What follows belongs to an exercise in optimizing a design on an open flow for small area and a short achievable clock period; a production flow would make more cautious choices.
Only simulation tests tie the RTL to the original design; equivalence was not proved.
No activity file was given, so power comes from the tool's default toggle rates.

## run 1
// breakout_top
module breakout_top (
    input  logic        clk,
    input  logic        rst,
    input  logic [3:0]  ctrl,      
    input  logic        vsync,
    input  logic [20:0] px,        
    output logic [23:0] rgb,       
    output logic        started,
    output logic        over
);
    logic vsync_q, step;
    logic ball_lost;
    always_ff @(posedge clk or negedge rst) begin
        if (!rst) begin
            vsync_q <= 1'b0;
            step    <= 1'b0;
            started <= 1'b0;
            over    <= 1'b0;
        end else begin
            vsync_q <= vsync;
            step    <= vsync & ~vsync_q & started & ~over & ~ctrl[0];
            if (ctrl[3]) started <= 1'b1;
            if (step && ball_lost) over <= 1'b1;
        end
    end
    logic [9:0] padl;            
    logic [9:0] bx, by;          
    logic [3:0] vx;              
    logic [1:0] vym1;            
    logic       dx, dy;          
    logic [4:0] hxp;             
    logic [24:0] alive;
    assign ball_lost = by >= 10'd427;
    logic [9:0] padl_n;
    always_comb begin
        logic [7:0] moved;
        moved  = padl[9:2] + (ctrl[2] ? 8'hFF : 8'h01);
        padl_n = padl;
  ...
clock: 14.0 ns
lec_check: 0
cap_margin: 20
core_margin: 2
core_utilization: 60
cts_buf_list: sky130_fd_sc_hd__clkbuf_8
slew_margin: 20
standard.sh (not shown) runs the stock make flow with config.mk's settings and CLKGATE_MAP_FILE= SYNTH_SCRIPT=/design/flow/synth_recipe.tcl, a recipe that flattens the netlist after the stock synthesis.
==> flow/flow/run.sh <==
#!/bin/bash
# Standard layout, with buf_2 port buffers and timing repair aiming for 9.6 ns of setup slack.
set -euo pipefail
bash standard.sh "BUFFER_PORTS_ARGS=-buffer_cell sky130_fd_sc_hd__buf_2" SETUP_SLACK_MARGIN=9.6 finish > standard_make.log 2>&1
Setup changes, run 1 to run 2
==> flow/flow/run.sh <==
#!/bin/bash
# Standard layout, with buf_2 port buffers and timing repair aiming for 9.2 ns of setup slack.
set -euo pipefail
bash standard.sh "BUFFER_PORTS_ARGS=-buffer_cell sky130_fd_sc_hd__buf_2" SETUP_SLACK_MARGIN=9.2 finish > standard_make.log 2>&1
Findings:
Cmp run 2 vs run 1: power share of the combinational group lower in run 2
Per the comparison of run 2 with run 1, global-route wire length before repair went down, clock network fraction of total power went up, number of buffers added for setup after CTS went down, overall power after layout went down, post-synthesis to final-layout area growth went down.
Run 2 ended up with a lower net switching power than run 1 did.
Run 2 ended with less number of standard cells in the layout, taps in and fillers out than run 1.
Looking only at setup slack, and setting everything else aside, the lower value of run 2 and run 1 goes to run 2.
Edits applied to the flow inputs when going from run 2 to run 3:
- CORE_UTILIZATION: 60 -> 40
==> flow/flow/run.sh <==
#!/bin/bash
# Standard layout, with the port buffers made from buf_2 cells instead of the default pick.
set -euo pipefail
bash standard.sh "BUFFER_PORTS_ARGS=-buffer_cell sky130_fd_sc_hd__buf_2" finish > standard_make.log 2>&1
==> notes.md <==
Placed standard-cell area (run 3 vs. run 2) increases slightly. Run 3 -> run 2: sequential share of layout area flat. Run 2 → run 3: standby leakage power dropped about 1.3%; initial antenna violation count grew by 1; total wirelength of the detailed-routed design lost 1.4%; worst-case headroom to the max-slew limit fell by 2.8 points; power drawn by the sequential cells shows a reduction of about 1%. A category of the most critical setup path of in2reg is what run 3 shows, while reg2out belongs to run 2. | post-synthesis to final-layout area growth | lower: run 3 |. As far as leftover overflow at the end of global routing goes, run 3 and run 2 are indistinguishable; the numbers are identical. Run 3 vs run 2 — post-layout total power dropped 0.000045 W. The higher non-clock buffer count of run 2 and run 3 is in run 2. pd_q as the timing endpoint of the critical path was reported by run 3, and rgb[1] by run 2.
Inputs modified between run 3 and run 4:
- changing CORE_UTILIZATION from 40 to 60
==> flow/flow/run.sh <==
#!/bin/bash
# Standard layout, with buf_2 port buffers and timing repair aiming for 10.5 ns of setup slack.
set -euo pipefail
bash standard.sh "BUFFER_PORTS_ARGS=-buffer_cell sky130_fd_sc_hd__buf_2" SETUP_SLACK_MARGIN=10.5 finish > standard_make.log 2>&1
--- outcome ---
Looking at the reports, run 4 completed the entire flow and the layout it produced met the timing, DRC and antenna checks.
Relative to run 3, the critical path depth of run 4 is lower by 2.
Overall die height (lower): run 4
Run 4 — share of total power in sequential cells 3.5 points lower, run 3 as reference
Of the two values seen for highest-delay cell along the critical path, or3_1 was produced by run 3 and mux4_2 by run 4.
Against run 3, total power after layout in run 4 rose by more than 10%.
Register share of the cell area: run 4 and run 3 compared, higher one is run 3
Lower non-clock buffer count among run 4 and run 3: run 3
STATUS die footprint: run 4 wins against run 3
Inputs modified between run 4 and run 5:
- GPL_TIMING_DRIVEN now 1, previously not set
==> flow/flow/run.sh <==
#!/bin/bash
# Standard layout, with buf_2 port buffers and timing repair aiming for 9.2 ns of setup slack.
set -euo pipefail
bash standard.sh "BUFFER_PORTS_ARGS=-buffer_cell sky130_fd_sc_hd__buf_2" SETUP_SLACK_MARGIN=9.2 finish > standard_make.log 2>&1
[summary]
As far as clock transition at the registers of the reported paths is concerned, run 4 and run 5 perform about the same.
Register-to-register slack sits lower in run 5 than in run 4.
Higher setup slack after layout goes to run 4 over run 5.
Via count of the first global-routing pass, run 4 and run 5, lower one = run 5.
Run 5 vs. run 4: arrival time at the worst endpoint has decreased, routed wire length has decreased, worst hold margin has increased, overall power of the completed layout has decreased.

what the ideal ports hide:
The flow's constraints put no driver on any port. The routed layouts listed below were extracted and timed again, unchanged, in two steps. Step 1 sets driving cells, clkbuf_16 on the clock port and buf_2 on the other inputs (assumed; they add their load-dependent delay and slew). Step 2 times the ports against the registers' clock, not the clock port: input delays grow and output delays shrink by t, the midpoint of the rising clock arrivals with the driver on. Slacks: no drivers / after step 1 / after step 2; pairs: no drivers / after step 1.
run	shift t [ns]	setup WS [ns]	hold slack, ns	worst setup path after step 2	latest minus earliest clock arrival (ns)
run 1	0.427	9.419 / 9.386 / 8.974	0.478 / 0.478 / 0.478	input to register	0.022 / 0.022
run 2	0.412	9.282 / 9.246 / 8.851	0.485 / 0.485 / 0.485	input to register	0.020 / 0.020
run 3	0.415	8.897 / 8.901 / 8.486	0.480 / 0.480 / 0.480	input to register	0.024 / 0.024
run 4	0.416	9.318 / 9.322 / 8.905	0.479 / 0.479 / 0.479	input to register	0.021 / 0.021
run 5	0.412	9.282 / 9.246 / 8.851	0.485 / 0.485 / 0.485	input to register	0.020 / 0.020
After both steps every run listed still meets setup and hold. The setup slack of run 1, which loses most, moves by -0.033 ns with the drivers and by -0.445 ns with both steps.
